What follows belongs to an exercise in optimizing a design on an open flow for small area and a short achievable clock period; a production flow would make more cautious choices. Only simulation tests tie the RTL to the original design; equivalence was not proved. No activity file was given, so power comes from the tool's default toggle rates.

Design dds_block, start of the top module:
module dds_block (
    input  logic                       clk,
    input  logic                       rst_n,
    input  logic                       psel,
    input  logic                       penable,
    input  logic                       pwrite,
    input  logic [31:0]                paddr,
    input  logic [31:0]                pwdata,
    input  logic signed [SAMPLE_W-1:0] ina_data,
    input  logic signed [SAMPLE_W-1:0] inb_data,
    output logic [31:0]                prdata,
    output logic signed [SAMPLE_W-1:0] dds_data_out
);
    logic [7:0]  addr;
    logic        addr_hit;
    logic        wr_en;
    assign addr     = paddr[7:0];
    assign addr_hit = (paddr[31:8] == '0);
    assign wr_en    = psel && penable && pwrite && addr_hit;
    logic [1:0]  out_sel, fm_sel, am_sel;
    logic        enable;
    logic [7:0]  raw, fm_raw, am_raw, noise_gain;
    logic [31:0] step, fm_offset, stat_limit;
    logic [15:0] fm_gain, am_gain, am_offset;
    logic        stat_clear, stat_en;
    always_ff @(posedge clk) begin
        if (!rst_n) begin
            out_sel    <= '0;
            enable     <= 1'b0;
            fm_sel     <= '0;
            am_sel     <= '0;
            raw        <= '0;
            step       <= '0;
            fm_raw     <= '0;
            fm_gain    <= '0;
            fm_offset  <= '0;
            am_raw     <= '0;
            am_gain    <= '0;
            am_offset  <= '0;
  ...
Settings: LEC_CHECK=0, CAP_MARGIN=20, CORE_MARGIN=2, CORE_UTILIZATION=45, CTS_CLUSTER_DIAMETER=100, CTS_CLUSTER_SIZE=24, PLACE_DENSITY=0.6, SETUP_SLACK_MARGIN=4.5, SLEW_MARGIN=20; clock period 9.0 ns.
run.sh (not shown) runs the stock make flow with config.mk's settings and CLKGATE_MAP_FILE= SYNTH_SCRIPT=/design/flow/synth_recipe.tcl, a recipe that flattens the netlist after the stock synthesis.
The starting point ran to the end with no violations.
Edit:
--- a/flow/config.mk
+++ b/flow/config.mk
@@ -10 +10 @@
-export CORE_UTILIZATION = 45
+export CORE_UTILIZATION = 55
@@ -13 +13 @@
-export PLACE_DENSITY = 0.6
+export PLACE_DENSITY = 0.7
Result: Design area goes down by 0.85%. Area after synthesis stays the same. Clock power fell by about 2%. Combinational power goes down by 9.8%.


dds_block, a different RTL version from the one above (not shown whole).
Size in the first run: ~13000 cells after synthesis, about 130 I/O pins, ~110000 um^2 of cells after synthesis.
// dds_block
module dds_block (
    input  logic                       clk,
    input  logic                       rst_n,
    input  logic                       psel,
    input  logic                       penable,
    input  logic                       pwrite,
    input  logic [31:0]                paddr,
    input  logic [31:0]                pwdata,
    input  logic signed [SAMPLE_W-1:0] ina_data,
    input  logic signed [SAMPLE_W-1:0] inb_data,
    output logic [31:0]                prdata,
    output logic signed [SAMPLE_W-1:0] dds_data_out
);
    logic [7:0]  addr;
    logic        addr_hit;
    logic        wr_en;
    assign addr     = paddr[7:0];
    assign addr_hit = (paddr[31:8] == '0);
    assign wr_en    = psel && penable && pwrite && addr_hit;
    logic [1:0]  out_sel, fm_sel, am_sel;
    logic        enable;
    logic [7:0]  raw, fm_raw, am_raw, noise_gain;
    logic [31:0] step, fm_offset, stat_limit;
    logic [15:0] fm_gain, am_gain, am_offset;
    logic        stat_clear, stat_en;
    always_ff @(posedge clk) begin
        if (!rst_n) begin
            out_sel    <= '0;
            enable     <= 1'b0;
            fm_sel     <= '0;
            am_sel     <= '0;
            raw        <= '0;
            step       <= '0;
            fm_raw     <= '0;
            fm_gain    <= '0;
            fm_offset  <= '0;
            am_raw     <= '0;
            am_gain    <= '0;
            am_offset  <= '0;
            noise_gain <= '0;
            stat_clear <= 1'b0;
            stat_en    <= 1'b0;
            stat_limit <= '0;
        end else begin
            stat_clear <= 1'b0;
            if (wr_en) begin
                case (addr)
                    CTRL: begin
                        out_sel <= pwdata[1:0];
                        enable  <= pwdata[2];
                        fm_sel  <= pwdata[5:4];
                        am_sel  <= pwdata[7:6];
                    end
                    RAW:        raw        <= pwdata[7:0];
  ...
clock: 9.0 ns
lec_check: 0
abc_area: 1
cap_margin: 20
core_margin: 2
core_utilization: 55
cts_cluster_diameter: 100
cts_cluster_size: 24
place_density: 0.7
setup_slack_margin: 4.0
slew_margin: 20
Next try:
Settings changed: ABC_AREA 1 to unset, SETUP_SLACK_MARGIN 4.0 to 3.6.
Outcome:
- global-route usage drops by 8.6 points
- final cell count drops by 21%
- via count drops by 19%
- hold slack hardly moves
- final area drops by 0.44%
- sequential power hardly moves
- routed wire length drops by 21%
- register-to-register slack degrades by 0.09 ns
Next try:
Settings changed: SETUP_SLACK_MARGIN 3.6 to 4.5.
What happened:
- die area stays the same
- sequential cell count is unchanged
- via count went up by 2.3%
- total power went down by 1.2%
- setup slack is better by 0.078 ns
- design area went up by 3.0%
- hold slack is worse by 0.034 ns
- fmax went up by 1.5%
Next try:
Settings changed: ABC_AREA set to 1, SETUP_SLACK_MARGIN 4.5 to 4.7.
Outcome: Wire length goes up by about 20%; critical path depth goes up by 4; sequential share of layout area goes up by 0.15 points; worst setup slack gains 0.70 ns.


Another version of the RTL of dds_block (not shown whole).
Size in the first run: roughly 2600 flip-flops, roughly 130 I/O pins, ~110000 sq um of cells after synthesis.
Settings: LEC_CHECK=0, CAP_MARGIN=20, CORE_MARGIN=2, CORE_UTILIZATION=55, CTS_CLUSTER_DIAMETER=100, CTS_CLUSTER_SIZE=24, PLACE_DENSITY=0.7, SETUP_SLACK_MARGIN=3.6, SLEW_MARGIN=20; clock period 9.0 ns.
Edit:
- SETUP_SLACK_MARGIN: 3.6 -> 4.5
After rerunning:
- The changed run passed the timing, design-rule and antenna checks
- non-clock buffer count climbs by 104
- fmax is about the same
- final cell count goes up slightly
- hold slack gets better by 0.037 ns
- design area rises by a few percent
- count of clock-buffer cells in the layout goes up by 10
- sequential share of layout area goes down by 1.1 points

what the ideal ports hide:
In the flow no input, the clock included, has a driving cell. The finished layouts below were timed again as built, in two steps.
Step 1: set_driving_cell puts a clkbuf_16 on clk and a buf_2 on each other input, an assumption about the parent block.
Step 2 adds t to the input delays and takes it off the output delays; t is the mean of the earliest and latest rising clock arrival at the registers after step 1. Input paths then give back, and output paths get back, about the clock's delay inside the block.
Slacks: ideal ports / drivers / drivers and shift; pairs: ideal ports / drivers.
run | shift t [ns] | slack for setup (ns) | slew at the worst register clock pin (ns)
the first run of note 1 | 0.941 | 3.397 / 3.297 / 3.734 | 0.12 / 0.12
the second run of note 1 | 0.917 | 3.469 / 3.372 / 3.732 | 0.10 / 0.10
the first run of note 2 | 0.952 | 3.784 / 3.784 / 3.404 | 0.11 / 0.11
the second run of note 2 | 0.922 | 3.633 / 3.538 / 3.280 | 0.11 / 0.11
the third run of note 2 | 0.906 | 3.710 / 3.617 / 3.738 | 0.11 / 0.11
the fourth run of note 2 | 0.945 | 4.413 / 4.317 / 3.907 | 0.10 / 0.10
the first run of note 3 | 0.916 | 3.422 / 3.338 / 3.219 | 0.11 / 0.11
the second run of note 3 | 0.917 | 3.429 / 3.341 / 3.715 | 0.11 / 0.11
After both steps setup and hold are still met in every run listed. For the fourth run of note 2, which loses most, drivers alone change the setup slack by -0.096 ns; drivers and shift together by -0.506 ns.
